From an optimization exercise on the open Yosys and OpenROAD flow, aimed at small area, a short achievable clock period and few clock cycles per item; shortcuts taken in it are not production practice.
The RTL was checked by simulation tests, not by an equivalence proof against the original design.
Power is estimated from default activity; no workload was simulated.

==> flow/design.v <==
module rs_decoder_16_8 (
   input  logic       clk,
   input  logic       rst,
   input  logic       din_val,
   input  logic       din_sop,
   input  logic       din_eop,
   input  logic [7:0] din,
   output logic       symb_out_val,
   output logic [7:0] symb_out_cnt,
   output logic [7:0] symb_corrected
);
   function automatic logic [7:0] to_tw(input logic [7:0] a);
      logic [7:0] t;
      t[0] = a[0];
      t[1] = a[5] ^ a[7];
      t[2] = a[2] ^ a[5];
      t[3] = a[1] ^ a[4] ^ a[6] ^ a[7];
      t[4] = a[2] ^ a[4] ^ a[5] ^ a[6] ^ a[7];
      t[5] = a[2] ^ a[5] ^ a[6];
      t[6] = a[1] ^ a[3] ^ a[4] ^ a[5];
      t[7] = a[5];
      to_tw = t;
   endfunction
   function automatic logic [7:0] from_tw(input logic [7:0] r);
      logic [7:0] o;
      o[0] = r[0];
      o[1] = r[2] ^ r[3] ^ r[4];
      o[2] = r[2] ^ r[7];
      o[3] = r[1] ^ r[2] ^ r[3] ^ r[5] ^ r[6];
      o[4] = r[1] ^ r[4] ^ r[5] ^ r[7];
      o[5] = r[7];
      o[6] = r[2] ^ r[5];
      o[7] = r[1] ^ r[7];
      from_tw = o;
   endfunction
   function automatic logic [3:0] g16_mul(input logic [3:0] a, input logic [3:0] b);
      logic [6:0] p;
      p = '0;
      for (int i = 0; i < 4; i++) if (b[i]) p = p ^ (7'(a) << i);
      for (int k = 6; k >= 4; k--) if (p[k]) p = p ^ (7'b0000011 << (k - 4)) ^ (7'b1 << k);
      g16_mul = p[3:0];
   endfunction
   function automatic logic [3:0] g16_inv(input logic [3:0] a);
      case (a)
         4'h0: g16_inv = 4'h0;  4'h1: g16_inv = 4'h1;  4'h2: g16_inv = 4'h9;  4'h3: g16_inv = 4'he;
         4'h4: g16_inv = 4'hd;  4'h5: g16_inv = 4'hb;  4'h6: g16_inv = 4'h7;  4'h7: g16_inv = 4'h6;
         4'h8: g16_inv = 4'hf;  4'h9: g16_inv = 4'h2;  4'ha: g16_inv = 4'hc;  4'hb: g16_inv = 4'h5;
         4'hc: g16_inv = 4'ha;  4'hd: g16_inv = 4'h4;  4'he: g16_inv = 4'h3;  4'hf: g16_inv = 4'h8;
         default: g16_inv = 4'h0;
      endcase
   endfunction
   function automatic logic [7:0] gf_mul(input logic [7:0] a, input logic [7:0] b);
      logic [3:0] m1, m0, mm;
      m1 = g16_mul(a[7:4], b[7:4]);
      m0 = g16_mul(a[3:0], b[3:0]);
      mm = g16_mul(a[7:4] ^ a[3:0], b[7:4] ^ b[3:0]);
      gf_mul = {mm ^ m0, g16_mul(m1, 4'h9) ^ m0};
   endfunction
   function automatic logic [7:0] gf_mulc(input logic [7:0] a, input logic [7:0] c);
      gf_mulc = gf_mul(a, to_tw(c));
   endfunction
   function automatic logic [7:0] gf_inv(input logic [7:0] a);
      logic [3:0] ah, al, n, ni;
      ah = a[7:4];
      al = a[3:0];
      n  = g16_mul(g16_mul(ah, ah), 4'h9) ^ g16_mul(ah, al) ^ g16_mul(al, al);
      ni = g16_inv(n);
      gf_inv = {g16_mul(ah, ni), g16_mul(ah ^ al, ni)};
   endfunction
   function automatic logic [7:0] horner_c(input int k);    
      case (k)
         0: horner_c = 8'h02;  2: horner_c = 8'h80;  3: horner_c = 8'h40;  4: horner_c = 8'h20;
         5: horner_c = 8'h10;  6: horner_c = 8'h08;  7: horner_c = 8'h04;  default: horner_c = 8'h01;
      endcase
   endfunction
   function automatic logic [7:0] ainv_c(input int i);      
      case (i)
         1: ainv_c = 8'h8e;  2: ainv_c = 8'h47;  3: ainv_c = 8'had;  4: ainv_c = 8'hd8;  default: ainv_c = 8'h01;
      endcase
   endfunction
   function automatic logic [7:0] apos_c(input int i);      
      apos_c = 8'(1 << i);
   endfunction
   function automatic logic [7:0] ainv2_c(input int i);     
      case (i)
         1: ainv2_c = 8'h47;  2: ainv2_c = 8'hd8;  3: ainv2_c = 8'h36;  4: ainv2_c = 8'h83;  default: ainv2_c = 8'h01;
      endcase
   endfunction
   function automatic logic [7:0] ainv3_c(input int i);     
      case (i)
         1: ainv3_c = 8'had;  2: ainv3_c = 8'h36;  3: ainv3_c = 8'hcf;  4: ainv3_c = 8'h7d;  default: ainv3_c = 8'h01;
      endcase
   endfunction
   function automatic logic [7:0] ainv4_c(input int i);     
      case (i)
         1: ainv4_c = 8'hd8;  2: ainv4_c = 8'h83;  3: ainv4_c = 8'h7d;  4: ainv4_c = 8'h16;  default: ainv4_c = 8'h01;
      endcase
   endfunction
   function automatic logic [7:0] ompre_c(input int i);     
      case (i)
         1: ompre_c = 8'h2c;  2: ompre_c = 8'h24;  3: ompre_c = 8'h59;  default: ompre_c = 8'h01;
      endcase
   endfunction
   logic       v_q, sop_q, eop_q;
   logic [7:0] d_q;
   logic       active;
   logic [5:0] t;
   logic       in_frame;
   logic [3:0] in_cnt;
   logic       acc, frame_done;
   logic [7:0] rx [16];
   logic [7:0] w  [8];           
   logic [7:0] w_in [8];
   always_ff @(posedge clk) begin
      v_q   <= din_val && !rst;
      sop_q <= din_sop;
      eop_q <= din_eop;
      d_q   <= din;
   end
   assign acc        = v_q && !active;
   assign frame_done = acc && !sop_q && in_frame && (in_cnt == 4'd15) && eop_q;
   always_ff @(posedge clk) begin
      if (rst) begin
         in_frame <= 1'b0;
         in_cnt   <= '0;
      end else if (acc) begin
         if (sop_q) begin
            in_cnt   <= 4'd1;
            in_frame <= !eop_q;
         end else if (in_frame) begin
            in_cnt <= in_cnt + 4'd1;
            if ((in_cnt == 4'd15) || eop_q) in_frame <= 1'b0;
         end
      end
   end
   logic       bd, bu, bn;       
   logic       nm;               
   logic       cnt_ph, s1_ph, s2_ph, cnt_last;
   logic [1:0] ci;               
   logic [2:0] r;                
   logic       grow;             
   logic       d_first;          
   always_ff @(posedge clk) begin
      if (rst) begin
         active <= 1'b0;
         t      <= '0;
         cnt_ph <= 1'b0;
         s1_ph  <= 1'b0;
         s2_ph  <= 1'b0;
      end else if (frame_done) begin
         active <= 1'b1;
         t      <= '0;
         cnt_ph <= 1'b0;
         s1_ph  <= 1'b0;
         s2_ph  <= 1'b0;
      end else if (active) begin
         t      <= t + 6'd1;
         if (t == 6'd35) active <= 1'b0;
         cnt_ph <= (t >= 6'd15) && (t <= 6'd18);
         s1_ph  <= (t >= 6'd18) && (t <= 6'd33);
         s2_ph  <= (t >= 6'd19) && (t <= 6'd34);
      end
   end
   always_ff @(posedge clk) begin
      cnt_last <= active && (t == 6'd18);
      d_first <= frame_done;
      if (frame_done) ci <= '0;
      else if (cnt_ph) ci <= ci + 2'd1;
   end
   always_ff @(posedge clk) begin
      if (rst) begin
         bd <= 1'b0;
         bu <= 1'b0;
         bn <= 1'b0;
         nm <= 1'b0;
      end else if (frame_done) begin
         bd <= 1'b1;
         bu <= 1'b0;
         bn <= 1'b0;
         nm <= 1'b0;
         r  <= 3'd1;
      end else if (active && (t == 6'd15)) begin
         bd <= 1'b0;
         bu <= 1'b0;
         bn <= 1'b0;
         nm <= 1'b0;
      end else if (bd || nm) begin
         bd <= 1'b0;
         nm <= 1'b0;
         bu <= 1'b1;
      end else if (bu) begin
         bu <= 1'b0;
         bn <= grow && (r != 3'd7) && !merge_n && (ll != 4'd0);
         nm <= merge_n;
         bd <= !(grow && !merge_n && (ll != 4'd0)) && (r != 3'd7);
         if (!(grow && !merge_n && (ll != 4'd0))) r <= r + 3'd1;
      end else if (bn) begin
         bn <= 1'b0;
         bd <= 1'b1;
         r  <= r + 3'd1;
      end
   end
   always_ff @(posedge clk) begin
      if (acc || s2_ph) begin
         for (int i = 0; i < 15; i++) rx[i] <= rx[i+1];
         rx[15] <= d_q;
      end
   end
   always_comb begin
      for (int k = 0; k < 8; k++) w_in[k] = (sop_q ? 8'h00 : gf_mulc(w[k], horner_c(k))) ^ to_tw(d_q);
   end
   wire d_last = bd && (r == 3'd7);
   always_ff @(posedge clk) begin
      if (acc) begin
         for (int k = 0; k < 8; k++) w[k] <= w_in[k];
      end else if (bu || d_last || (cnt_ph && (ci <= 2'd1))) begin
         w[0] <= w[7];
         for (int k = 1; k < 8; k++) w[k] <= w[k-1];
         if (d_last) for (int k = 1; k <= 4; k++) w[k] <= '0;
      end
   end
   logic [7:0] lam [1:4];        
   logic [7:0] bb  [4];          
   logic [7:0] dlt;              
   logic [7:0] uinv;             
   logic [3:0] ll;
   logic [7:0] c [1:4];
   logic [7:0] num;
   logic       rt_q, ok;
   logic [3:0] ocnt;
   logic [7:0] mx [1:4];
   logic [7:0] my [1:4];
   logic [7:0] m  [1:4];
   logic [7:0] msum, ybus, inv_in, u, lam_nx [1:4];
   logic [7:0] deno, nume, dreg;
   logic       bsel, merge_n;
   assign bsel   = bu || bn;
   assign inv_in = s1_ph ? dreg : (d_first ? lam[1] : dlt);
   assign grow   = (dlt != 8'h00) && ({ll, 1'b0} <= {2'b00, r});
   assign u      = gf_inv(inv_in);
   assign ybus   = (s2_ph || bn || nm) ? uinv : dlt;
   assign merge_n = grow && (r == 3'd2) && (ll == 4'd1);
   always_comb begin
      msum = w[0];
      for (int i = 1; i <= 4; i++) begin
         if (i == 1)      mx[i] = s2_ph ? num : (bsel ? bb[0] : lam[1]);
         else if (i == 4) mx[i] = (bsel || nm) ? bb[3] : lam[4];
         else             mx[i] = bsel ? bb[i-1] : lam[i];
         if (i == 4) my[i] = (bsel || s2_ph || nm) ? ybus : w[i];
         else        my[i] = (bsel || s2_ph) ? ybus : w[i];
         m[i]  = gf_mul(mx[i], my[i]);
         if (i != 4 || !nm) msum = msum ^ m[i];
         lam_nx[i] = lam[i] ^ m[i];
      end
   end
   always_ff @(posedge clk) begin
      if (bd || nm) begin
         dlt    <= msum;
      end
      if ((bu && grow) || s1_ph) uinv <= u;
   end
   always_ff @(posedge clk) begin
      if (frame_done) begin
         lam[1] <= w_in[1];
         for (int i = 2; i <= 4; i++) lam[i] <= '0;
      end else if (bu) begin
         for (int i = 1; i <= 4; i++) lam[i] <= lam_nx[i];
      end
   end
   always_ff @(posedge clk) begin
      if (frame_done) begin
         bb[1] <= (w_in[1] == 8'h00) ? 8'h01 : 8'h00;
         for (int i = 2; i < 4; i++) bb[i] <= '0;
         ll <= (w_in[1] == 8'h00) ? 4'd0 : 4'd1;
      end else if (d_first) begin
         bb[0] <= u;              
      end else if (bu) begin
         if (grow) begin
            bb[0] <= u;
            if (merge_n) begin
               bb[1] <= '0;
               bb[2] <= '0;
               bb[3] <= lam[1];
            end else begin
               for (int i = 1; i < 4; i++) bb[i] <= lam[i];
            end
            ll <= {1'b0, r} + 4'd1 - ll;
         end else begin
            bb[0] <= '0;
            for (int i = 1; i < 4; i++) bb[i] <= bb[i-1];
         end
      end else if (bn) begin
         for (int i = 1; i < 4; i++) bb[i] <= m[i+1];
      end else if (nm) begin
         bb[1] <= m[4];
         bb[3] <= '0;
      end else if (cnt_ph && !cnt_last) begin
         bb[ci + 2'd1] <= msum;   
      end else if (s1_ph) begin
         for (int i = 1; i < 4; i++) bb[i] <= gf_mulc(bb[i], apos_c(i));
      end
   end
   logic [7:0] p1 [1:4];
   logic [7:0] p2 [1:4];
   logic [7:0] p3 [1:4];
   logic [7:0] ev [4];
   logic [4:0] roots;
   logic [2:0] nz;
   always_comb begin
      for (int k = 0; k < 4; k++) ev[k] = 8'h01;
      for (int i = 1; i <= 4; i++) begin
         p1[i] = gf_mulc(c[i], ainv_c(i));
         p2[i] = gf_mulc(c[i], ainv2_c(i));
         p3[i] = gf_mulc(c[i], ainv3_c(i));
         ev[0] = ev[0] ^ c[i];
         ev[1] = ev[1] ^ p1[i];
         ev[2] = ev[2] ^ p2[i];
         ev[3] = ev[3] ^ p3[i];
      end
      nz = '0;
      for (int k = 0; k < 4; k++) nz = nz + {2'b00, (ev[k] == 8'h00)};
      if (cnt_ph && !cnt_last) deno = gf_mulc(c[1], 8'h1b) ^ gf_mulc(c[3], 8'hfb);   
      else if (cnt_last)       deno = p2[1] ^ p2[3];
      else                     deno = gf_mulc(c[1], apos_c(1)) ^ gf_mulc(c[3], apos_c(3));
      nume = w[3] ^ gf_mulc(bb[1], ompre_c(1)) ^ gf_mulc(bb[2], ompre_c(2)) ^ gf_mulc(bb[3], ompre_c(3));
   end
   wire [4:0] roots_n = roots + {2'b00, nz};
   wire       ok_n    = (ll <= 4'd4) && (roots_n == {1'b0, ll});
   wire       ok_now  = cnt_last ? ok_n : ok;
   wire       root_s1 = cnt_last ? (ev[3] == 8'h00) : (ev[0] == 8'h00);
   always_ff @(posedge clk) begin
      if (bu && (r == 3'd7)) begin
         for (int i = 1; i <= 4; i++) c[i] <= lam_nx[i];
      end else if (cnt_ph) begin
         for (int i = 1; i <= 4; i++) c[i] <= cnt_last ? p2[i] : gf_mulc(c[i], ainv4_c(i));
      end else if (s1_ph) begin
         for (int i = 1; i <= 4; i++) c[i] <= gf_mulc(c[i], apos_c(i));
      end
   end
   always_ff @(posedge clk) begin
      if (frame_done) roots <= '0;
      else if (cnt_ph) roots <= roots_n;
      if (cnt_last) ok <= ok_n;
   end
   always_ff @(posedge clk) begin
      if ((cnt_ph && (ci == 2'd2)) || s1_ph) dreg <= deno;
      if (s1_ph) begin
         num  <= nume;
         rt_q <= ok_now && root_s1;
      end
   end
   always_ff @(posedge clk) begin
      if (rst || !s2_ph) begin
         symb_out_val   <= 1'b0;
         symb_out_cnt   <= '0;
         symb_corrected <= '0;
         ocnt           <= '0;
      end else begin
         symb_out_val   <= 1'b1;
         symb_out_cnt   <= {4'b0000, ocnt};
         ocnt           <= ocnt + 4'd1;
         symb_corrected <= rx[0] ^ (rt_q ? from_tw(m[1]) : 8'h00);
      end
   end
endmodule
==> flow/flow/run.sh <==
#!/bin/bash
# Standard layout, except that the port buffers are resized after placement:
# the standard flow leaves slow delay cells there, which set the period.
set -euo pipefail
bash standard.sh synth floorplan place > standard_place.log 2>&1
R=orfs/results/sky130hd/rs_decoder_16_8/base
LIB=$FLOW_HOME/platforms/sky130hd/lib/sky130_fd_sc_hd__tt_025C_1v80.lib \
IN_ODB=$R/3_place.odb OUT_ODB=$R/3_place.odb \
   openroad -no_init -exit flow/io_bufs.tcl > io_bufs.log 2>&1
bash standard.sh finish > standard_finish.log 2>&1
==> flow/flow/io_bufs.tcl <==
# Port buffers: the standard flow leaves slow delay cells on the ports; use buf_4.
read_liberty $::env(LIB)
read_db $::env(IN_ODB)
set n 0
foreach inst [[ord::get_db_block] getInsts] {
  set name [$inst getName]
  set m [[$inst getMaster] getName]
  if {[regexp {^(input|output)[0-9]+$} $name] && [string match "sky130_fd_sc_hd__clkdlybuf*" $m]} {
    replace_cell $name sky130_fd_sc_hd__buf_4
    incr n
  }
}
puts "port buffers resized: $n"
write_db $::env(OUT_ODB)
==> flow/standard.sh <==
#!/bin/bash
# synth_recipe.tcl (not shown) runs the flow's synth.tcl, then flattens the netlist and writes it again
# the make line also repeats each setting of config.mk as NAME=value (left out here)
make -C /OpenROAD-flow-scripts/flow DESIGN_CONFIG=/design/flow/config.mk WORK_HOME=/design/flow/orfs CLKGATE_MAP_FILE= SYNTH_SCRIPT=/design/flow/synth_recipe.tcl "${@:-finish}"
==> flow/config.mk <==
export PLATFORM = sky130hd
export DESIGN_NAME = rs_decoder_16_8
export DESIGN_NICKNAME = rs_decoder_16_8
export VERILOG_FILES = /design/flow/design.v
export SDC_FILE = /design/flow/constraint.sdc
export NUM_CORES = 4
export LEC_CHECK = 0
export CAP_MARGIN = 20
export CORE_MARGIN = 2
export CORE_UTILIZATION = 30
export CTS_BUF_LIST = sky130_fd_sc_hd__clkbuf_8
export SLEW_MARGIN = 20
==> flow/constraint.sdc <==
create_clock -name core_clock -period 25.0 [get_ports {clk}]
set_input_delay 5.0000 -clock core_clock [delete_from_list [all_inputs] [get_ports {clk}]]
set_output_delay 5.0000 -clock core_clock [all_outputs]
set_load 0.01 [all_outputs]
==> run notes, run 1 <==
The flow ran to the end and the layout has no timing, DRC or antenna violations. The worst slew margin relative to its limit is 0.303. The total wire length after detailed routing is 84,900 um. The worst setup path is captured at a primary output. The multiplexer area fraction after synthesis came out at 0.0362. TritonCTS built the clock tree. Setup repair after global routing left no endpoint under its margin.

The worst min-delay path category is reg -> reg. After the first detailed-routing iteration, the DRC count stood at about 2,500. By area, the combinational part of the netlist is dominated by XOR/XNOR gates. The area fraction in compound gates after synthesis was 0.104. The post-cts resize count is 0. The critical path's largest stage delay is about 0.3 ns. Of the available clock period, the critical path in the final layout requires 0.245. The internal power of the cells totals roughly 1.8 mW. The buffers plus inverters on the worst setup path came out at 1. Of the total power, the share spent switching nets is 0.487. The critical path launch point type is a register.

The filler cells instantiated in the layout total between 9,000 and 10,000. 30 I/O pins were placed. The clock period minus worst slack came out at 6.11 ns. The highest clock rate is 164 MHz. In the final layout, the share of cells above drive strength 1 is 0.0884.

The sequential cell area fraction in the yosys report is 0.373. Once the clock tree was built, the setup fixing pass inserted 0 buffers. The floorplan step defined a die boundary enclosing 98,500 sq um. The final count of hold timing violations came out at 0.

The proportion of register bits with asynchronous set or reset after synthesis came out at 0. The placer's final routability congestion estimate is 0.977. Clock-pin slew was measured on the worst setup and hold paths at 0.06 ns. The remaining design rule violation count came out at 0. The setup clock skew after layout came out at around 0.04 ns. Of the total power, the clock network draws 0.173. In this run the clock root is driven by a sky130_fd_sc_hd__clkbuf_8. Leaving out fill and tap cells, the most frequent cells in the layout are sky130_fd_sc_hd__xnor2_1, sky130_fd_sc_hd__nor2_1, sky130_fd_sc_hd__edfxtp_1. The number of warnings reported in the yosys synthesis log came out at 14. The via count of the first global-routing pass is about 20,000.

The gate count after technology mapping came out at approximately 3,000. The area growth from synthesis to layout is 9.37%. Overall power consumption after layout is estimated at between 3 and 4 mW. The number of cell rows came out at around 110. The vias after detailed routing came out at 21,500. The half-perimeter wire length of the detailed placement result came out at a little over 60,000 um. CTS saw a little under 400 sinks. The max-cap violation count is 0. The final setup TNS is 0 ns. The count of different cell masters after synthesis is 99. The power dissipated by switching net loads came out at between 1.5 and 2 mW. The initial utilization of the core area, before any placement, comes to 0.303. The most common cell after layout, fill and taps aside is sky130_fd_sc_hd__xnor2_1. The number of buffers added to fix hold violations after cts is 0. The number of flops mapped to enable cells by yosys came out at a little over 300.

Along the worst path, the maximum fanout reaches 1. In this run the horizontal extent of the chip is 314 um. The maximum number of pins on one net before global-route repair came out at 100.

Of the total synthesized cell area, the portion taken by XOR and XNOR cells is 0.305. The number of buffers inserted during clock tree synthesis came out at 70. The overall die height is between 300 and 400 um.

The total area inside the core boundary comes to 95,000 sq um. The mean routed wirelength per cell is 19.9 um. The ratio of routed vias to standard cells came out at ~5.0. The deepest level of the CTS H-tree came out at 3. In this run the static leakage power is roughly 11 nW. The highest ir drop seen on vdd came out at approximately 0.19 mV. The post-synthesis register bit count is around 390. The first TritonRoute pass finished after 6 iterations.

In the synthesized netlist the dominant register cell turns out to be sky130_fd_sc_hd__edfxtp_1. A synthesized cell averages 9.57 sq um. The area share of fa/ha/maj cells after synthesis is 0.0158.

In the global route stage, overall resource usage came out at 0.170. The clock reaches the later pin of the worst-skew pair after ~0.70 ns. The max-slew violation count is 0. On the critical path the largest part of the delay comes from flip-flops. Traced cell by cell, the critical path runs through buf_4. The setup path with the least slack is of type reg -> out.

Among all stages on the critical path, the largest delay is contributed by sky130_fd_sc_hd__dfxtp_1. Once detail routing completed, the nets flagged for antenna violations numbered 0. The count of buffers added on input and output ports is 25.

No sink is reached through more buffers than the 3 on the longest clock path. Of the total synthesized cell area, the portion taken by AND, OR, NAND and NOR gates is 0.129. The critical path data arrival time came out at ~1.1 ns.

The initial antenna violation count came to 2. The combinational share of power came out at 0.592. Power spread over the standard cell area amounts to around 110 nW/um^2. The data required time at the worst endpoint is about 20 ns. The post-synthesis cell area came out at between 20,000 and 30,000 sq um. The wire length of the first global-routing pass is between 100,000 and 150,000 um.

The overall overflow remaining after global route is 0. The sequential power share came out at 0.235. Setup violations remaining at the end of the flow were counted as 0. The transition at the pin with the smallest max-transition slack is ~1.0 ns.

The count of nets after finishing came out at ~3,000.
## layout make-up
class | instances | area, sq um | share of cell area
Sequential cell | 385 | 10800 | 0.342
Multi-Input combinational cell | 2387 | 17100 | 0.542
Tap cell | 1265 | 1580 | 0.0503
Inverter | 42 | 158 | 0.00501
Clock buffer | 73 | 1000 | 0.0319
Clock inverter | 53 | 392 | 0.0124
Antenna cell | 1 | 2.50 | 0.0000795
Timing Repair Buffer | 69 | 518 | 0.0165
## power groups by stage
stage / logic (mW) / clock network [mW] / registers (mW)
after floorplan: 1.27 / 0 / 0.806
after global placement: 2.01 / 0 / 0.836
after detailed placement: 2.01 / 0 / 0.837
after CTS: 2.02 / 0.625 / 0.824
after global routing: 2.15 / 0.652 / 0.829
final: 2.08 / 0.609 / 0.827
## cells by family (layout without fill, tap and decap cells)
| group | Yosys count | in the layout |
|---|---|---|
| compound gates | 474 | 474 |
| xor+xnor | 963 | 963 |
| fa+ha+maj | 34 | 34 |
| buf+inv | 240 | 237 |
| flops | 385 | 385 |
| mux | 93 | 93 |
| other cells | 1 | 5 |
| simple gates | 819 | 819 |
## Yosys cell counts (10+ instances only)
cell type / count / area, sq um
sky130_fd_sc_hd__nand4_1: 11 / 68.8
sky130_fd_sc_hd__buf_6: 10 / 113
sky130_fd_sc_hd__a31oi_1: 11 / 68.8
sky130_fd_sc_hd__a211oi_1: 26 / 195
sky130_fd_sc_hd__nor4_1: 16 / 100
sky130_fd_sc_hd__mux2_2: 19 / 214
sky130_fd_sc_hd__o21ai_1: 15 / 75.1
sky130_fd_sc_hd__and3_1: 11 / 68.8
sky130_fd_sc_hd__xor2_1: 295 / 2580
sky130_fd_sc_hd__and2_1: 14 / 87.6
sky130_fd_sc_hd__a21oi_1: 93 / 465
sky130_fd_sc_hd__buf_2: 18 / 90.1
sky130_fd_sc_hd__o21ai_0: 171 / 856
sky130_fd_sc_hd__o211ai_1: 30 / 225
sky130_fd_sc_hd__nand2b_1: 17 / 106
sky130_fd_sc_hd__buf_1: 18 / 67.6
sky130_fd_sc_hd__nand3_1: 25 / 125
sky130_fd_sc_hd__nor2_1: 353 / 1330
sky130_fd_sc_hd__a22oi_1: 10 / 75.1
sky130_fd_sc_hd__inv_1: 36 / 135
sky130_fd_sc_hd__nor2b_1: 33 / 206
sky130_fd_sc_hd__clkbuf_1: 144 / 541
sky130_fd_sc_hd__xnor3_1: 11 / 248
sky130_fd_sc_hd__xnor2_2: 14 / 228
sky130_fd_sc_hd__edfxtp_1: 304 / 9130
sky130_fd_sc_hd__dfxtp_1: 81 / 1620
sky130_fd_sc_hd__mux2i_1: 58 / 581
sky130_fd_sc_hd__xnor2_1: 636 / 5570
sky130_fd_sc_hd__o22ai_1: 19 / 119
sky130_fd_sc_hd__nor3_1: 44 / 220
sky130_fd_sc_hd__ha_1: 30 / 375
sky130_fd_sc_hd__nand2_1: 230 / 863
## metal layers
metal  GRT usage  vias up  share of wire  wire length [um]
li1            -    10100              -                 -
met1       0.237    10400           0.45             37900
met2       0.261      792           0.44             37700
met3      0.0265      189          0.070              5970
met4      0.0701        0          0.040              3410
met5           0        -              0                 0
## metrics by stage
step,hold slack [ns],instances,area (sq um),worst slack [ns],util
2_1_floorplan,0.400,3012,28800,19.18,-
3_3_place_gp,0.400,4148,30100,18.08,0.317
3_5_place_dp,0.405,4148,30100,18.16,0.317
4_1_cts,0.408,4274,31500,18.84,0.331
5_1_grt,0.416,4275,31500,18.70,0.331
6_report,0.412,4275,31500,18.89,0.331
## path summary, 6_finish.rpt
path,startpoint,to,slack (ns),cells after the start
max,symb_out_cnt[1],symb_out_cnt[1],18.89,1
min,rx[13][5],rx[12][5],0.41,0
max reg2reg,c[3][0],rt_q,19.13,17
min reg2reg,rx[13][5],rx[12][5],0.41,0
## registers in the layout, indices dropped and copies added (netlist names), 4 cells and up
register and flops:
rx 128, w 64, ocnt 4, symb_out_cnt 4, uinv 8, t 6, dreg 8, d_q 8
symb_corrected 8, num 8, bb 32, dlt 8, roots 5, in_cnt 4, lam 32, ll 4
c 32
Testbench counts, summed over its fixed seeds: cycles 16,968, frames 320.
==> run 2: changes to the inputs <==
--- a/flow/config.mk
+++ b/flow/config.mk
@@ -10,3 +10,2 @@
 export CORE_UTILIZATION = 30
-export CTS_BUF_LIST = sky130_fd_sc_hd__clkbuf_8
 export SLEW_MARGIN = 20
==> run 2 against run 1 <==
Compared with the run above:
- final cell count decreased by 1.1%
- synthesized cell count unchanged
- core utilization increased by 0.12 points
- via count decreased by 0.85%
- sequential power about the same
- non-clock buffer count unchanged
- critical path type unchanged
- cell area increased by 0.36%
- critical path depth unchanged
- first-iteration DRC count decreased by 1.7%
- still clean on timing, DRC and antenna
- power increased by 1.4%
==> run notes, run 2 <==
The power per cell area came to 113 nW/um^2 (was 112 nW/um^2). The number of buffers inserted to repair setup after CTS was 0 (unchanged). The count of nets after finishing is 2,976 (was 3,002). The ratio of routed vias to standard cells came out at 5.04 (was 5.03). The buffer levels on the longest clock path is 3 (unchanged).

The classification of the worst setup path is reg -> out (unchanged). The most used flip-flop cell after synthesis is sky130_fd_sc_hd__edfxtp_1 (unchanged). The clock period minus worst slack was 6.03 ns (was 6.11 ns). The highest ir drop seen on vdd is 0.178 mV (was 0.195 mV). The start point of the worst hold path is rx[9][6] (was rx[13][5]). The total routing usage reported by global routing was 0.169 (was 0.170). The highest signal layer in the routed design is met4 (unchanged). The worst slew margin relative to its limit came out at 0.299 (was 0.303). The final setup TNS is 0 ns (unchanged).

The cell with the largest stage delay on the worst path is sky130_fd_sc_hd__dfxtp_1 (unchanged). The number of antenna cells inserted was 0 (was 1). The max-cap violation count came out at 0 (unchanged). The number of cell rows was 113 (unchanged). The met3 wire length came out at 5470 um (was 5970 um). Outcome: no timing/DRC/antenna violations (unchanged). The via count of the first global-routing pass is 20,200 (was 20,400). The top cell type by total area after synthesis was sky130_fd_sc_hd__edfxtp_1 (unchanged). The sequential cell area fraction in the yosys report is 0.373 (unchanged).

The critical path launch point type was a register (unchanged). The sort of element at the end of the critical path is a primary output (unchanged). The worst min-delay path category was reg -> reg (unchanged).

The buffers plus inverters on the worst setup path is 1 (unchanged). The post-synthesis register bit count came out at 385 (unchanged). The max-slew violation count came out at 0 (unchanged). The remaining design rule violation count is 0 (unchanged). Synth top cells by count: sky130_fd_sc_hd__xnor2_1, sky130_fd_sc_hd__nor2_1, sky130_fd_sc_hd__edfxtp_1 (unchanged). Highest-count cells in the layout ignoring fill and taps: sky130_fd_sc_hd__xnor2_1, sky130_fd_sc_hd__nor2_1, sky130_fd_sc_hd__edfxtp_1 (unchanged). The power dissipated by switching net loads is 1.68 mW (was 1.71 mW).

The maximum fanout along the worst path is 1 (unchanged). The clock sink total came out at 385 (unchanged). The overall overflow remaining after global route is 0 (unchanged). The initial antenna violation count was 2 (unchanged).

Registers with the most flip-flops: rx x128, w x64 (unchanged). The highest clock rate came to 166 MHz (was 164 MHz). The mean routed wirelength per cell came to 20.0 um (was 19.9 um). The effective utilization at floorplan came out at 0.303 (unchanged). The count of input and output buffers is 25 (unchanged). The maximum number of pins on one net before global-route repair is 100 (unchanged).

The critical path data arrival time is 1.03 ns (was 1.11 ns). The routed metal-1 wire length is 38,400 um (was 37,900 um). The post-layout total power is 3.57 mW (was 3.52 mW). The most common cell after layout, fill and taps aside is sky130_fd_sc_hd__xnor2_1 (unchanged). The clock network fraction of design power is 0.189 (was 0.173). The launch point of the worst reg-to-reg path is c[3][0] (unchanged). The transition at the pin with the smallest max-transition slack came to 1.05 ns (was 1.04 ns). The source-to-sink clock delay at the later pin of the worst-skew pair is 0.61 ns (was 0.70 ns). The worst reg2reg path depth was 17 (unchanged).

The post-synthesis cell area is 28,800 sq um (unchanged). The area of the core is 95,000 sq um (unchanged). The setup clock skew after layout is 0.0224 ns (was 0.0399 ns). Cells along the critical path: buf_4 (unchanged). The register with the most flip-flops was rx (unchanged).

The most frequently used cell type in the post-synthesis netlist is sky130_fd_sc_hd__xnor2_1 (unchanged). The combinational share of power is 0.579 (was 0.592). The fraction of layout instances using a drive strength above 1 is 0.0827 (was 0.0884). The post-detailed-route count of antenna-violating nets is 0 (unchanged). The number of I/O pins came to 30 (unchanged). The cell-internal power came out at 1.88 mW (was 1.81 mW).

The iteration-0 DRC count of the detailed router came to 2,412 (was 2,454). The number of filler instances in the final layout came out at 9,777 (was 9,799). The number of buffers inserted during clock tree synthesis came to 44 (was 70).

The worst hold slack came out at 0.409 ns (was 0.412 ns). The proportion of register bits with asynchronous set or reset after synthesis came out at 0 (unchanged). The clock-pin slew on the worst setup and hold paths is 0.06 ns (about the same).

The data required time at the worst endpoint is 20.00 ns (about the same). The fraction of post-synthesis cell area in the top cell type by area was 0.317 (unchanged). The overall die height came out at 314 um (unchanged).

The total wire length after detailed routing is 84,600 um (was 84,900 um). The number of flip-flops in the largest register is 128 (unchanged). The register-to-register path setup slack is 19.13 ns (about the same). The total met2 wirelength after detailed routing is 37,700 um (about the same).

The clock root buffer is sky130_fd_sc_hd__clkbuf_16 (was sky130_fd_sc_hd__clkbuf_8). The count of endpoints failing setup in the final report is 0 (unchanged). The wire length of the first global-routing pass is 128,000 um (was 129,000 um). The gate count after technology mapping came out at 3,009 (unchanged).

The chip width is 314 um (unchanged). The number of buffers added to fix hold violations after cts is 0 (unchanged). The deepest level of the CTS H-tree is 2 (was 3). The number of search-and-repair iterations in the first detailed-routing pass is 6 (unchanged). The post-cts resize count came out at 0 (unchanged).

Top cells by area in the synthesized netlist: sky130_fd_sc_hd__edfxtp_1, sky130_fd_sc_hd__xnor2_1, sky130_fd_sc_hd__xor2_1, sky130_fd_sc_hd__dfxtp_1, sky130_fd_sc_hd__nor2_1 (unchanged). The switching fraction of total power is 0.472 (was 0.487). The endpoint of the worst register-to-register path is rt_q (unchanged). The clock tree from TritonCTS is done (unchanged). The area enclosed by the die boundary is 98,500 sq um (unchanged).

The terminating pin of the worst hold path is rx[8][6] (was rx[12][5]). The placer's final routability congestion estimate came out at 0.977 (unchanged). The static power due to leakage is 11.2 nW (about the same). The half-perimeter wire length of the detailed placement result came out at 61,600 um (unchanged). The critical path's largest stage delay was 0.30 ns (about the same). The average cell area after synthesis came to 9.57 sq um (unchanged).

The cell class contributing the biggest share of worst-path delay is flip-flops (unchanged). The number of warnings reported in the yosys synthesis log came out at 14 (unchanged). Setup repair after global routing missed its margin: false (unchanged). The number of flops mapped to enable cells by yosys is 304 (unchanged). The final count of hold timing violations is 0 (unchanged). The sequential power share was 0.232 (was 0.235).

The vias after detailed routing came out at 21,300 (was 21,500). The worst hold path stage count was 0 (unchanged). The area growth from synthesis to layout came out at 9.76% (was 9.37%).

The count of different cell masters after synthesis came out at 99 (unchanged). The final period utilization came to 0.241 (was 0.245).
-- run 2: logic make-up after synthesis --
logic type,Yosys count,share of synthesized area
and+or+nand+nor,819,0.129
other,1,0.000130
DFF,385,0.373
buffers and inverters,240,0.0357
muxes,93,0.0362
xor gates and xnor gates,963,0.305
adders and majority gates,34,0.0158
AOI/OAI and AO/OA,474,0.104
-- run 2: how the worst max path moves through the flow --
stage,startpoint,end,depth (start not counted)
3_3_place_gp,rst,symb_corrected[3],6
6_report,symb_out_cnt[1],symb_out_cnt[1],1
2_1_floorplan,rst,s2_ph,4
5_1_grt,c[3][0],rt_q,17
3_5_place_dp,rst,symb_corrected[3],6
4_1_cts,symb_corrected[7],symb_corrected[7],1
-- run 2: area by class of cell --
cell class	count	area, sq um	area share
inverter	42	158	0.00499
timing repair buffer	69	518	0.0164
tap	1265	1580	0.0501
clock buffer	61	1270	0.0401
multi-input combinational	2387	17100	0.540
clock inverter	20	245	0.00776
sequential	385	10800	0.340
-- run 2: metrics by stage --
| stage | area [sq um] | setup WS, ns | instances | utilization |
|---|---|---|---|---|
| after detailed placement | 30100 | 18.16 | 4148 | 0.317 |
| after global routing | 31600 | 18.70 | 4229 | 0.333 |
| after global placement | 30100 | 18.08 | 4148 | 0.317 |
| after floorplan | 28800 | 19.18 | 3012 | - |
| after CTS | 31600 | 18.94 | 4229 | 0.332 |
| final | 31600 | 18.97 | 4229 | 0.333 |
-- run 2: routing by layer --
metal	vias up	global-route usage
met4	0	0.0615
met3	175	0.0220
met2	760	0.262
met1	10300	0.239
met5	-	0
li1	10000	-
-- run 2: power groups by stage --
stage | Sequential [mW] | Combinational (mW) | Clock (mW)
global placement | 0.836 | 2.01 | 0
detailed placement | 0.837 | 2.01 | 0
floorplan | 0.806 | 1.27 | 0
finish | 0.826 | 2.06 | 0.675
global route | 0.829 | 2.15 | 0.717
CTS | 0.824 | 2.02 | 0.687
==> run 3: changes to the inputs <==
--- a/flow/config.mk
+++ b/flow/config.mk
@@ -10,2 +10,4 @@
 export CORE_UTILIZATION = 30
+export CTS_CLUSTER_DIAMETER = 120
+export CTS_CLUSTER_SIZE = 25
 export SLEW_MARGIN = 20
==> run 3 against run 2 <==
Compared with the run above:
- clock power shrank 43%
- cell area shrank 2.8%
- setup slack gained 0.018 ns
- fmax grew 0.30%
- first-iteration DRC count grew 1.3%
- wire length shrank 1.2%
- critical path type unchanged
==> run notes, run 3 <==
Synth top cells by count: sky130_fd_sc_hd__xnor2_1, sky130_fd_sc_hd__nor2_1, sky130_fd_sc_hd__edfxtp_1 (unchanged). The terminating pin of the worst hold path is rx[0][2] (was rx[8][6]). The classification of the worst setup path is reg -> out (unchanged). The number of buffers inserted during clock tree synthesis is 20 (was 44).

The highest ir drop seen on vdd is 0.182 mV (was 0.178 mV). The post-cts resize count was 0 (unchanged). The clock network fraction of design power came to 0.116 (was 0.189). The cell class contributing the biggest share of worst-path delay is flip-flops (unchanged). The critical path data arrival time is 1.01 ns (was 1.03 ns). The critical path launch point type is a register (unchanged). The number of cells in the design after placement is 4,148 (unchanged). The register-to-register path setup slack came out at 19.15 ns (was 19.13 ns). The sort of element at the end of the critical path is a primary output (unchanged). The final period utilization came to 0.241 (about the same).

The proportion of register bits with asynchronous set or reset after synthesis is 0 (unchanged). The final standard cell utilization of the core came to 0.323 (was 0.333). The final critical-path setup slack came to 18.99 ns (was 18.97 ns). The count of endpoints failing setup in the final report came to 0 (unchanged). Highest-count cells in the layout ignoring fill and taps: sky130_fd_sc_hd__xnor2_1, sky130_fd_sc_hd__nor2_1, sky130_fd_sc_hd__edfxtp_1 (unchanged). The top cell type by total area after synthesis is sky130_fd_sc_hd__edfxtp_1 (unchanged).

The area of the core is 95,000 sq um (unchanged). The fraction of post-synthesis cell area in the top cell type by area came out at 0.317 (unchanged). The number of warnings reported in the yosys synthesis log is 14 (unchanged). The total wire length after detailed routing is 83,600 um (was 84,600 um). The placement-stage worst setup slack came out at 18.16 ns (unchanged). The final cell count without fillers was 4,183 (was 4,229).

The number of flip-flops in the largest register came out at 128 (unchanged). The wire length of the first global-routing pass is 127,000 um (was 128,000 um). The final setup TNS is 0 ns (unchanged). The max-slew violation count is 0 (unchanged). The most frequently used cell type in the post-synthesis netlist is sky130_fd_sc_hd__xnor2_1 (unchanged).

The endpoint of the worst register-to-register path is rt_q (unchanged). The post-synthesis cell area is 28,800 sq um (unchanged). The cell-internal power is 1.65 mW (was 1.88 mW). The mean routed wirelength per cell is 20.0 um (about the same).

The clock root buffer was sky130_fd_sc_hd__clkbuf_16 (unchanged). The clock-pin slew on the worst setup and hold paths is 0.10 ns (was 0.06 ns). The data required time at the worst endpoint came to 20.00 ns (about the same). The highest clock rate came out at 166 MHz (about the same). The number of antenna cells inserted is 0 (unchanged). The combinational share of power came to 0.633 (was 0.579). The overall overflow remaining after global route came out at 0 (unchanged). The total routing usage reported by global routing is 0.166 (was 0.169). The count of different cell masters after synthesis came out at 99 (unchanged). The count of input and output buffers came out at 25 (unchanged). The buffers plus inverters on the worst setup path came out at 1 (unchanged). The register with the most flip-flops is rx (unchanged). The fraction of layout instances using a drive strength above 1 came out at 0.0685 (was 0.0827). The number of search-and-repair iterations in the first detailed-routing pass is 6 (unchanged). Outcome: no timing/DRC/antenna violations (unchanged). The clock tree from TritonCTS is done (unchanged). The sequential cell area fraction in the yosys report is 0.373 (unchanged). The maximum number of pins on one net before global-route repair came out at 100 (unchanged).

The power dissipated by switching net loads came out at 1.63 mW (was 1.68 mW). The half-perimeter wire length of the detailed placement result is 61,600 um (unchanged). The area growth from synthesis to layout is 6.64% (was 9.76%). The max-cap violation count came out at 0 (unchanged). The clock period minus worst slack is 6.01 ns (was 6.03 ns). The buffer levels on the longest clock path is 3 (unchanged). The final count of hold timing violations is 0 (unchanged).

The worst min-delay path category is reg -> reg (unchanged). The most common cell after layout, fill and taps aside is sky130_fd_sc_hd__xnor2_1 (unchanged). The number of I/O pins came to 30 (unchanged). The worst hold slack is 0.400 ns (was 0.409 ns). The number of buffers added to fix hold violations after cts came out at 0 (unchanged). The count of nets after finishing came out at 2,952 (was 2,976). The clock sink total came out at 385 (unchanged). The most used flip-flop cell after synthesis was sky130_fd_sc_hd__edfxtp_1 (unchanged). The number of flops mapped to enable cells by yosys came to 304 (unchanged).

The static power due to leakage is 10.7 nW (was 11.2 nW). The placer's final routability congestion estimate came to 0.977 (unchanged). The area enclosed by the die boundary came out at 98,500 sq um (unchanged). Top cells by area in the synthesized netlist: sky130_fd_sc_hd__edfxtp_1, sky130_fd_sc_hd__xnor2_1, sky130_fd_sc_hd__xor2_1, sky130_fd_sc_hd__dfxtp_1, sky130_fd_sc_hd__nor2_1 (unchanged). The iteration-0 DRC count of the detailed router came out at 2,443 (was 2,412).

The gate count after technology mapping came to 3,009 (unchanged). The switching fraction of total power came out at 0.497 (was 0.472). The deepest level of the CTS H-tree is 1 (was 2). The post-detailed-route count of antenna-violating nets came out at 0 (unchanged). The ratio of routed vias to standard cells is 5.03 (was 5.04). The sequential power share came to 0.251 (was 0.232). The source-to-sink clock delay at the later pin of the worst-skew pair is 0.59 ns (was 0.61 ns).

The vias after detailed routing is 21,100 (was 21,300). The launch point of the worst reg-to-reg path is c[3][0] (unchanged). The chip width was 314 um (unchanged). Cells along the critical path: buf_4 (unchanged). The cell with the largest stage delay on the worst path is sky130_fd_sc_hd__dfxtp_1 (unchanged). The via count of the first global-routing pass came out at 19,900 (was 20,200). The start point of the worst hold path is rx[1][2] (was rx[9][6]). The power per cell area came out at 107 nW/um^2 (was 113 nW/um^2). The critical path's largest stage delay is 0.31 ns (was 0.30 ns). The overall die height is 314 um (unchanged). The setup clock skew after layout is 0.0497 ns (was 0.0224 ns). The worst hold path stage count was 0 (unchanged). The number of cell rows was 113 (unchanged). The worst reg2reg path depth was 17 (unchanged). The effective utilization at floorplan is 0.303 (unchanged).

The worst slew margin relative to its limit was 0.311 (was 0.299). The post-synthesis register bit count came out at 385 (unchanged). Setup repair after global routing missed its margin: false (unchanged). The average cell area after synthesis is 9.57 sq um (unchanged).

The remaining design rule violation count is 0 (unchanged). The maximum fanout along the worst path came out at 1 (unchanged). Registers with the most flip-flops: rx x128, w x64 (unchanged). The number of buffers inserted to repair setup after CTS was 0 (unchanged).

The initial antenna violation count is 2 (unchanged). The transition at the pin with the smallest max-transition slack is 1.03 ns (was 1.05 ns).
-- run 3: metal layers --
layer / up-vias / GRT usage / share of wire
met3: 147 / 0.0195 / 0.065
met1: 10200 / 0.236 / 0.45
met4: 2 / 0.0524 / 0.032
li1: 9973 / - / -
met2: 693 / 0.262 / 0.45
met5: - / 0 / 0.00020
-- run 3: worst max-delay path by stage --
| stage | start | endpoint | slack (ns) | depth (start not counted) |
|---|---|---|---|---|
| 2_1_floorplan | rst | s2_ph | 19.18 | 4 |
| 3_3_place_gp | rst | symb_corrected[3] | 18.08 | 6 |
| 3_5_place_dp | rst | symb_corrected[3] | 18.16 | 6 |
| 4_1_cts | symb_out_cnt[1] | symb_out_cnt[1] | 18.96 | 1 |
| 5_1_grt | c[3][0] | rt_q | 18.71 | 17 |
| 6_report | symb_out_cnt[1] | symb_out_cnt[1] | 18.99 | 1 |
-- run 3: layout make-up --
| cell class | instances | area [sq um] |
|---|---|---|
| timing repair buffer | 69 | 518 |
| clock inverter | 4 | 50.0 |
| tap | 1265 | 1580 |
| inverter | 42 | 158 |
| fill | 9855 | 64300 |
| sequential | 385 | 10800 |
| clock buffer | 31 | 563 |
| multi-input combinational | 2387 | 17100 |
-- run 3: cell families (layout without fill, tap and decap cells) --
family          after synthesis  count (layout)  share of synthesized area
compound gates              474             474                      0.104
mux                          93              93                     0.0362
xor+xnor                    963             963                      0.305
buf+inv                     240             146                     0.0357
flops                       385             385                      0.373
other cells                   1               4                   0.000130
fa+ha+maj                    34              34                     0.0158
simple gates                819             819                      0.129
-- run 3: stage by stage --
step | area (sq um) | power (mW)
6_report | 30700 | 3.29
5_1_grt | 30700 | 3.39
4_1_cts | 30700 | 3.23
3_5_place_dp | 30100 | 2.85
3_3_place_gp | 30100 | 2.85
2_1_floorplan | 28800 | 2.08
-- run 3: power by group through the flow --
stage          clock [mW]  sequential, mW  combinational [mW]
6_report            0.382           0.825                2.08
5_1_grt             0.412           0.828                2.15
4_1_cts             0.391           0.823                2.02
3_5_place_dp            0           0.837                2.01
3_3_place_gp            0           0.836                2.01
2_1_floorplan           0           0.806                1.27
==> run 4: changes to the inputs <==
--- a/flow/design.v
+++ b/flow/design.v
@@ -256,6 +256,4 @@
    always_ff @(posedge clk) begin
-      if (bd || nm) begin
-         dlt    <= msum;
-      end
-      if ((bu && grow) || s1_ph) uinv <= u;
+      dlt  <= msum;                
+      uinv <= u;                   
    end
@@ -345,7 +343,5 @@
    always_ff @(posedge clk) begin
-      if ((cnt_ph && (ci == 2'd2)) || s1_ph) dreg <= deno;
-      if (s1_ph) begin
-         num  <= nume;
-         rt_q <= ok_now && root_s1;
-      end
+      dreg <= deno;
+      num  <= nume;
+      rt_q <= ok_now && root_s1;
    end
--- a/flow/config.mk
+++ b/flow/config.mk
@@ -10,4 +10,4 @@
 export CORE_UTILIZATION = 30
-export CTS_CLUSTER_DIAMETER = 120
-export CTS_CLUSTER_SIZE = 25
+export CTS_CLUSTER_DIAMETER = 100
+export CTS_CLUSTER_SIZE = 20
 export SLEW_MARGIN = 20
==> run 4 against run 3 <==
Compared with the run above:
- still clean on timing, DRC and antenna
- clock power is 23% higher
- fmax is 0.28% lower
- first-iteration DRC count is 9.9% lower
- clock skew is 0.025 ns lower
- worst hold slack better by 0.013 ns
- highest routed layer is now met4
==> run notes, run 4 <==
The number of antenna cells inserted came out at 0 (unchanged). Cells along the critical path: buf_4 (unchanged). The iteration-0 DRC count of the detailed router is 2,202 (was 2,443). The most used flip-flop cell after synthesis is sky130_fd_sc_hd__edfxtp_1 (unchanged). The setup clock skew after layout is 0.0250 ns (was 0.0497 ns). The number of buffers inserted during clock tree synthesis came to 26 (was 20). The final setup TNS is 0 ns (unchanged). The met1 track demand over resource was 0.247 (was 0.236). The clock root buffer was sky130_fd_sc_hd__clkbuf_16 (unchanged). The met3 track demand over resource in global routing came out at 0.0253 (was 0.0195).

The final cell count without fillers is 4,244 (was 4,183). The post-synthesis register bit count is 385 (unchanged). The initial antenna violation count came to 0 (was 2). The maximum fanout along the worst path is 1 (unchanged). The remaining design rule violation count is 0 (unchanged). The critical path's largest stage delay was 0.31 ns (about the same).

The clock network fraction of design power came out at 0.100 (was 0.116). The power per cell area is 152 nW/um^2 (was 107 nW/um^2). The number of flip-flops in the largest register came out at 128 (unchanged). The number of cell rows is 113 (unchanged). The max-slew violation count is 0 (unchanged). The number of I/O pins came out at 30 (unchanged).

The fraction of post-synthesis cell area in the top cell type by area came out at 0.283 (was 0.317). The via count of the first global-routing pass is 20,300 (was 19,900). Setup repair after global routing missed its margin: false (unchanged). The classification of the worst setup path is reg -> out (unchanged). The final period utilization came to 0.241 (about the same).

The effective utilization at floorplan came to 0.303 (about the same). The sequential cell area fraction in the yosys report is 0.362 (was 0.373). The average cell area after synthesis is 9.35 sq um (was 9.57 sq um). The peak-usage layer in the global routing report is met2 (unchanged).

The half-perimeter wire length of the detailed placement result came out at 62,800 um (was 61,600 um). The source-to-sink clock delay at the later pin of the worst-skew pair is 0.60 ns (was 0.59 ns). The switching fraction of total power came to 0.513 (was 0.497). The clock period minus worst slack is 6.03 ns (was 6.01 ns).

The count of different cell masters after synthesis came out at 104 (was 99). The number of warnings reported in the yosys synthesis log is 14 (unchanged). The data required time at the worst endpoint is 20.00 ns (about the same). The placer's final routability congestion estimate is 0.929 (was 0.977). The ratio of routed vias to standard cells is 5.15 (was 5.03). The fraction of layout instances using a drive strength above 1 came out at 0.0671 (was 0.0685).

The max-cap violation count came out at 0 (unchanged). The area of the core came out at 95,000 sq um (unchanged). The clock sink total is 385 (unchanged).

The total wire length after detailed routing came out at 87,300 um (was 83,600 um). The count of nets after finishing is 3,005 (was 2,952). The transition at the pin with the smallest max-transition slack was 1.18 ns (was 1.03 ns).

The most common cell after layout, fill and taps aside was sky130_fd_sc_hd__xnor2_1 (unchanged). The area enclosed by the die boundary was 98,500 sq um (about the same). The wire length of the first global-routing pass is 131,000 um (was 127,000 um).

The area growth from synthesis to layout came out at 7.14% (was 6.64%). The number of flops mapped to enable cells by yosys came out at 271 (was 304). The clock tree from TritonCTS is done (unchanged). The cell class contributing the biggest share of worst-path delay is flip-flops (unchanged). The sort of element at the end of the critical path is a primary output (unchanged).

The power dissipated by switching net loads is 2.40 mW (was 1.63 mW). Outcome: no timing/DRC/antenna violations (unchanged). The post-cts resize count was 0 (unchanged). Highest-count cells in the layout ignoring fill and taps: sky130_fd_sc_hd__xnor2_1, sky130_fd_sc_hd__nor2_1, sky130_fd_sc_hd__xor2_1 (was sky130_fd_sc_hd__xnor2_1, sky130_fd_sc_hd__nor2_1, sky130_fd_sc_hd__edfxtp_1). The count of endpoints failing setup in the final report is 0 (unchanged). The number of buffers added to fix hold violations after cts came to 0 (unchanged).

The register with the most flip-flops is rx (unchanged). The number of filler instances in the final layout is 9,849 (was 9,855). The number of buffers inserted to repair setup after CTS came out at 0 (unchanged). The number of search-and-repair iterations in the first detailed-routing pass is 7 (was 6).

The met2 capacity usage during global routing is 0.264 (was 0.262). The static power due to leakage is 10.9 nW (was 10.7 nW). The top cell type by total area after synthesis is sky130_fd_sc_hd__edfxtp_1 (unchanged). The buffer levels on the longest clock path came out at 3 (unchanged).

The critical path launch point type is a register (unchanged). Synth top cells by count: sky130_fd_sc_hd__xnor2_1, sky130_fd_sc_hd__nor2_1, sky130_fd_sc_hd__xor2_1 (was sky130_fd_sc_hd__xnor2_1, sky130_fd_sc_hd__nor2_1, sky130_fd_sc_hd__edfxtp_1). The cell-internal power came out at 2.28 mW (was 1.65 mW). The final count of hold timing violations is 0 (unchanged). The sequential power share is 0.201 (was 0.251).

The highest clock rate came to 166 MHz (about the same). The highest ir drop seen on vdd came out at 0.441 mV (was 0.182 mV). The gate count after technology mapping came to 3,079 (was 3,009). The overall die height is 314 um (about the same). The proportion of register bits with asynchronous set or reset after synthesis is 0 (unchanged). The chip width came to 314 um (about the same).

The vias after detailed routing came out at 21,900 (was 21,100). The post-detailed-route count of antenna-violating nets is 0 (unchanged). The deepest level of the CTS H-tree was 1 (unchanged). The most frequently used cell type in the post-synthesis netlist is sky130_fd_sc_hd__xnor2_1 (unchanged). The number of cells in the design after placement is 4,196 (was 4,148). The clock-pin slew on the worst setup and hold paths is 0.08 ns (was 0.10 ns).

The worst slew margin relative to its limit is 0.209 (was 0.311). Registers with the most flip-flops: rx x128, w x64 (unchanged). The overall overflow remaining after global route is 0 (unchanged).

The buffers plus inverters on the worst setup path is 1 (unchanged). The worst min-delay path category is reg -> reg (unchanged). The combinational share of power came out at 0.699 (was 0.633). Top cells by area in the synthesized netlist: sky130_fd_sc_hd__edfxtp_1, sky130_fd_sc_hd__xnor2_1, sky130_fd_sc_hd__xor2_1, sky130_fd_sc_hd__dfxtp_1, sky130_fd_sc_hd__nor2_1 (unchanged). The post-synthesis cell area came out at 28,800 sq um (about the same).

The cell with the largest stage delay on the worst path is sky130_fd_sc_hd__dfxtp_1 (unchanged). The mean routed wirelength per cell came out at 20.6 um (was 20.0 um). The maximum number of pins on one net before global-route repair came out at 100 (unchanged). The count of input and output buffers is 25 (unchanged). The critical path data arrival time came out at 1.03 ns (was 1.01 ns). The total routing usage reported by global routing is 0.173 (was 0.166).
run 4: cell families after synthesis:
logic type | share of synthesized area
mux | 0.0317
fa+ha+maj | 0.0154
flops | 0.362
compound gates | 0.117
simple gates | 0.136
xor+xnor | 0.298
other cells | 0.000130
buf+inv | 0.0404
run 4: power groups by stage:
stage | sequential (mW) | combinational (mW) | clock, mW
global route | 0.940 | 3.44 | 0.501
floorplan | 0.900 | 2.19 | 0
finish | 0.939 | 3.27 | 0.469
global placement | 0.947 | 3.12 | 0
detailed placement | 0.949 | 3.16 | 0
CTS | 0.934 | 3.19 | 0.480
run 4: metrics by stage:
| stage | power, mW | hold slack [ns] | utilization | setup slack (ns) | cell area (sq um) |
|---|---|---|---|---|---|
| after global routing | 4.89 | 0.416 | 0.325 | 18.92 | 30900 |
| after global placement | 4.07 | 0.400 | 0.316 | 18.06 | 30000 |
| after floorplan | 3.09 | 0.400 | - | 19.11 | 28800 |
| after detailed placement | 4.11 | 0.405 | 0.316 | 18.12 | 30000 |
| after CTS | 4.60 | 0.418 | 0.325 | 18.93 | 30900 |
| final | 4.68 | 0.413 | 0.325 | 18.97 | 30900 |
run 4: worst paths after layout:
path,end,cells past startpoint,slack [ns],from
setup reg to reg,rt_q,17,19.32,c[1][3]
setup / recovery,symb_corrected[6],1,18.97,symb_corrected[6]
hold reg to reg,rx[11][4],0,0.41,rx[12][4]
hold / removal,rx[11][4],0,0.41,rx[12][4]
run 4: final cells by class:
cell class                      count  area (sq um)  area share
Clock buffer                       39           741      0.0240
Clock inverter                      9           125     0.00406
Inverter                           58           218     0.00706
Multi-Input combinational cell   2423         17300       0.560
Sequential cell                   385         10400       0.338
Tap cell                         1265          1580      0.0513
Timing Repair Buffer               65           488      0.0158
run 4: routing by layer:
metal / up-vias / part of all wire
li1: 10200 / -
met1: 10600 / 0.45
met2: 854 / 0.44
met3: 173 / 0.077
met4: 0 / 0.039
met5: - / 0
Testbench counts of run 4, summed over its fixed seeds: cycles 16,968, frames 320.
==> run 5: changes to the inputs <==
==> flow/flow/run.sh (replaced) <==
#!/bin/bash
# Standard layout with two changes:
#  - the port buffers are resized to buf_4 after placement (the standard flow
#    leaves slow delay cells there, which set the period);
#  - clock tree synthesis without dummy load cells (sink clusters of 20 within
#    100 um, as in config.mk).
set -euo pipefail
bash standard.sh synth floorplan place > standard_place.log 2>&1
R=orfs/results/sky130hd/rs_decoder_16_8/base
LIB=$FLOW_HOME/platforms/sky130hd/lib/sky130_fd_sc_hd__tt_025C_1v80.lib \
IN_ODB=$R/3_place.odb OUT_ODB=$R/3_place.odb \
   openroad -no_init -exit flow/io_bufs.tcl > io_bufs.log 2>&1
export CTS_ARGS="-sink_clustering_enable -repair_clock_nets -sink_clustering_size 20 -sink_clustering_max_diameter 100 -dont_use_dummy_load"
bash standard.sh finish > standard_finish.log 2>&1
==> run 5 against run 4 <==
Compared with the run above:
- synthesized cell count stayed put
- final cell count down 0.52%
- sequential share of layout area is 0.24 points higher
- first-iteration DRC count grew 6.4%
- non-clock buffer count did not move
- setup slack worse by 0.0043 ns
- worst hold slack worse by 0.0040 ns
- via count barely moved
- critical endpoint unchanged
==> run notes, run 5 <==
The routed metal-1 wire length is 39,000 um (about the same). The count of endpoints failing setup in the final report came out at 0 (unchanged). The post-cts resize count is 0 (unchanged).

The final critical-path setup slack came out at 18.97 ns (about the same). The largest family of logic cells by synthesized area was XOR/XNOR gates (unchanged). The buffers plus inverters on the worst setup path came out at 1 (unchanged). The number of filler instances in the final layout is 9,864 (was 9,849). The worst reg2reg path depth is 13 (was 17). The initial antenna violation count came out at 1 (was 0). The placement-stage worst setup slack came out at 18.12 ns (unchanged).

The number of I/O pins is 30 (unchanged). The launch point of the worst reg-to-reg path is bu (was c[1][3]). The critical path capture point is symb_corrected[6] (unchanged). The deepest level of the CTS H-tree was 1 (unchanged). The area growth from synthesis to layout came out at 6.39% (was 7.14%). The total routing usage reported by global routing is 0.173 (about the same).

The critical path startpoint is symb_corrected[6] (unchanged). The half-perimeter wire length of the detailed placement result is 62,800 um (unchanged). The number of buffers inserted to repair setup after CTS is 0 (unchanged). The number of search-and-repair iterations in the first detailed-routing pass is 7 (unchanged). The total area of multi-input combinational cells is 17,300 sq um (unchanged).

The total wire length after detailed routing is 87,300 um (about the same). The worst hold slack came to 0.409 ns (was 0.413 ns). The power per cell area is 151 nW/um^2 (was 152 nW/um^2). The worst min-delay path category is reg -> reg (unchanged). The buffer levels on the longest clock path is 3 (unchanged).

The fraction of layout instances using a drive strength above 1 came out at 0.0636 (was 0.0671). The overall overflow remaining after global route is 0 (unchanged). The highest ir drop seen on vdd is 0.441 mV (about the same).

The met3 wire length came out at 6790 um (was 6700 um). The transition at the pin with the smallest max-transition slack came out at 1.19 ns (was 1.18 ns). The remaining design rule violation count came out at 0 (unchanged). The count of nets after finishing came to 3,005 (unchanged).

The max-slew violation count is 0 (unchanged). The critical path's largest stage delay came out at 0.31 ns (about the same). The multiplexer area fraction after synthesis came out at 0.0317 (unchanged). The sequential standard cell area came out at 10,400 sq um (unchanged). The sort of element at the end of the critical path was a primary output (unchanged).

The number of warnings reported in the yosys synthesis log came out at 14 (unchanged). The total met2 wirelength after detailed routing is 38,300 um (was 38,200 um). The area fraction in compound gates after synthesis came out at 0.117 (unchanged).

The highest clock rate was 166 MHz (about the same). The post-synthesis register bit count is 385 (unchanged). The total number of cells along the worst setup path came to 1 (unchanged). The post-detailed-route count of antenna-violating nets is 0 (unchanged). Synth top cells by count: sky130_fd_sc_hd__xnor2_1, sky130_fd_sc_hd__nor2_1, sky130_fd_sc_hd__xor2_1 (unchanged). The post-synthesis cell area came out at 28,800 sq um (unchanged). The wire length of the first global-routing pass came out at 131,000 um (about the same). The clock tree from TritonCTS is done (unchanged). The gate count after technology mapping was 3,079 (unchanged). The effective utilization at floorplan is 0.303 (unchanged). The critical path data arrival time is 1.03 ns (about the same). The count of different cell masters after synthesis came to 104 (unchanged). The maximum fanout along the worst path is 1 (unchanged). The source-to-sink clock delay at the later pin of the worst-skew pair is 0.60 ns (about the same).

The number of flops mapped to enable cells by yosys came out at 271 (unchanged). The number of flip-flops in the largest register came out at 128 (unchanged). The clock period minus worst slack came out at 6.03 ns (about the same). The clock root buffer is sky130_fd_sc_hd__clkbuf_16 (unchanged). The most common cell after layout, fill and taps aside is sky130_fd_sc_hd__xnor2_1 (unchanged). The top cell type by total area after synthesis is sky130_fd_sc_hd__edfxtp_1 (unchanged). The final period utilization came out at 0.241 (about the same). The data required time at the worst endpoint is 20.00 ns (about the same). The via count of the first global-routing pass is 20,300 (about the same). The ratio of routed vias to standard cells came out at 5.18 (was 5.15). The clock sink total came out at 385 (unchanged).

The clock-pin slew on the worst setup and hold paths is 0.08 ns (about the same). The area share of fa/ha/maj cells after synthesis came to 0.0154 (unchanged). The most frequently used cell type in the post-synthesis netlist is sky130_fd_sc_hd__xnor2_1 (unchanged). The number of antenna cells inserted came out at 0 (unchanged).

The fraction of post-synthesis cell area in the top cell type by area came out at 0.283 (unchanged). The register with the most flip-flops is rx (unchanged). The cell class contributing the biggest share of worst-path delay is flip-flops (unchanged). The vias after detailed routing was 21,900 (about the same). The worst slew margin relative to its limit is 0.200 (was 0.209). The post-synthesis xor/xnor area fraction came to 0.298 (unchanged). The area of the core came to 95,000 sq um (unchanged). The number of buffers added to fix hold violations after cts is 0 (unchanged). The endpoint of the worst register-to-register path is bb[3][4] (was rt_q).

Setup repair after global routing missed its margin: false (unchanged). The max-cap violation count came to 0 (unchanged). The highest signal layer in the routed design is met4 (unchanged). The number of buffers inserted during clock tree synthesis is 26 (unchanged). The area fraction in and, or, nand and nor cells after synthesis is 0.136 (unchanged). Registers with the most flip-flops: rx x128, w x64 (unchanged).

The classification of the worst setup path is reg -> out (unchanged). The most used flip-flop cell after synthesis is sky130_fd_sc_hd__edfxtp_1 (unchanged). The setup clock skew after layout was 0.0593 ns (was 0.0250 ns). The register-to-register path setup slack is 19.26 ns (was 19.32 ns). The final setup TNS is 0 ns (unchanged). The iteration-0 DRC count of the detailed router is 2,344 (was 2,202). The number of cell rows is 113 (unchanged). The sequential cell area fraction in the yosys report came out at 0.362 (unchanged). The final count of hold timing violations came out at 0 (unchanged). The cell with the largest stage delay on the worst path was sky130_fd_sc_hd__dfxtp_1 (unchanged). The maximum number of pins on one net before global-route repair came to 100 (unchanged). The proportion of register bits with asynchronous set or reset after synthesis came out at 0 (unchanged).

The average cell area after synthesis is 9.35 sq um (unchanged). The mean routed wirelength per cell is 20.7 um (was 20.6 um). Cells along the critical path: buf_4 (unchanged). The static power due to leakage is 10.8 nW (was 10.9 nW). Highest-count cells in the layout ignoring fill and taps: sky130_fd_sc_hd__xnor2_1, sky130_fd_sc_hd__nor2_1, sky130_fd_sc_hd__xor2_1 (unchanged). The critical path launch point type is a register (unchanged). Top cells by area in the synthesized netlist: sky130_fd_sc_hd__edfxtp_1, sky130_fd_sc_hd__xnor2_1, sky130_fd_sc_hd__xor2_1, sky130_fd_sc_hd__dfxtp_1, sky130_fd_sc_hd__nor2_1 (unchanged). The overall die height came out at 314 um (unchanged). The area enclosed by the die boundary came out at 98,500 sq um (unchanged). The chip width came out at 314 um (unchanged). The placer's final routability congestion estimate came out at 0.929 (unchanged). The count of input and output buffers is 25 (unchanged). Outcome: no timing/DRC/antenna violations (unchanged).
## run 5: cell count changes in the layout (fill, tap and decap cells not counted)
cell,previous run,this run
sky130_fd_sc_hd__clkbuf_1,10,0
sky130_fd_sc_hd__clkinv_8,3,0
sky130_fd_sc_hd__inv_6,3,0
sky130_fd_sc_hd__clkbuf_8,2,0
sky130_fd_sc_hd__bufinv_16,1,0
sky130_fd_sc_hd__clkbuf_16,27,26
sky130_fd_sc_hd__clkinv_4,1,0
sky130_fd_sc_hd__inv_8,1,0
## run 5: cells by family (layout without fill, tap and decap cells)
kind of cell,count (synthesis),in the layout
XOR/XNOR,927,927
AND/OR/NAND/NOR,849,849
AO/OA/AOI/OAI,524,524
flip-flops,385,385
buffers and inverters,274,149
multiplexers,86,86
adder cells (fa/ha/maj),33,33
other,1,4
## run 5: layout make-up
type	count	area share
multi-input cells	2423	0.564
repair buffers	65	0.0159
inverters	58	0.00711
clock buffers	26	0.0212
flip-flops and latches	385	0.340
well taps	1265	0.0517
## run 5: metal layers
layer | up-vias | GRT usage
met5 | - | 0
met4 | 0 | 0.0617
met3 | 158 | 0.0255
met2 | 868 | 0.264
met1 | 10600 | 0.247
li1 | 10200 | -
## run 5: metrics by stage
step | utilization | instances | power (mW) | cell area (sq um)
6_report | 0.322 | 4222 | 4.62 | 30600
2_1_floorplan | - | 3082 | 3.09 | 28800
5_1_grt | 0.322 | 4222 | 4.83 | 30600
4_1_cts | 0.322 | 4222 | 4.54 | 30600
3_5_place_dp | 0.316 | 4196 | 4.11 | 30000
3_3_place_gp | 0.316 | 4196 | 4.07 | 30000
## run 5: worst min path at each step
| stage | to | startpoint | cells past startpoint |
|---|---|---|---|
| 2_1_floorplan | rx[0][0] | rx[1][0] | 0 |
| 3_3_place_gp | rx[1][2] | rx[2][2] | 0 |
| 3_5_place_dp | rx[0][0] | rx[1][0] | 0 |
| 4_1_cts | rx[9][3] | rx[10][3] | 0 |
| 5_1_grt | rx[9][3] | rx[10][3] | 0 |
| 6_report | rx[9][3] | rx[10][3] | 0 |
## run 5: power breakdown
group,internal (mW),switching (mW)
clock,0.184,0.223
sequential,0.857,0.0822
combinational,1.20,2.07
## run 5: worst reg2reg max path: cells and delay by family (launching register included)
family	cells	cell delay, ns
xor+xnor	6	2.25
buf+inv	2	0.91
compound gates	2	0.99
flops	1	0.78
simple gates	3	0.49

## what the ideal ports hide
No port has a modelled driver above. Below, the same layouts with a new extraction and two added sets of constraints. Step 1 sets driving cells, clkbuf_16 on the clock port and buf_2 on the other inputs (assumed; they add their load-dependent delay and slew). Step 2 also shifts input and output timing later by t, the mid clock arrival at the registers, as if the neighbouring blocks saw the same clock. a / b / c = ideal / step 1 / step 2; a / b = the first two.
run	shift t [ns]	setup slack, ns	latest minus earliest clock arrival (ns)	worst data-port slew with drivers (ns)	cell pins on the clock port's net
run 1	0.736	18.887 / 18.829 / 18.772	0.040 / 0.040	0.04	1
run 2	0.665	18.968 / 18.903 / 18.775	0.022 / 0.022	0.04	1
run 3	0.627	18.986 / 18.922 / 18.781	0.053 / 0.053	0.04	1
run 4	0.653	18.969 / 18.902 / 18.794	0.025 / 0.025	0.03	1
run 5	0.637	18.965 / 18.897 / 18.814	0.060 / 0.060	0.03	1
After both steps setup and hold are still met in every run listed. The setup slack of run 3, which loses most, moves by -0.064 ns with the drivers and by -0.205 ns with both steps.
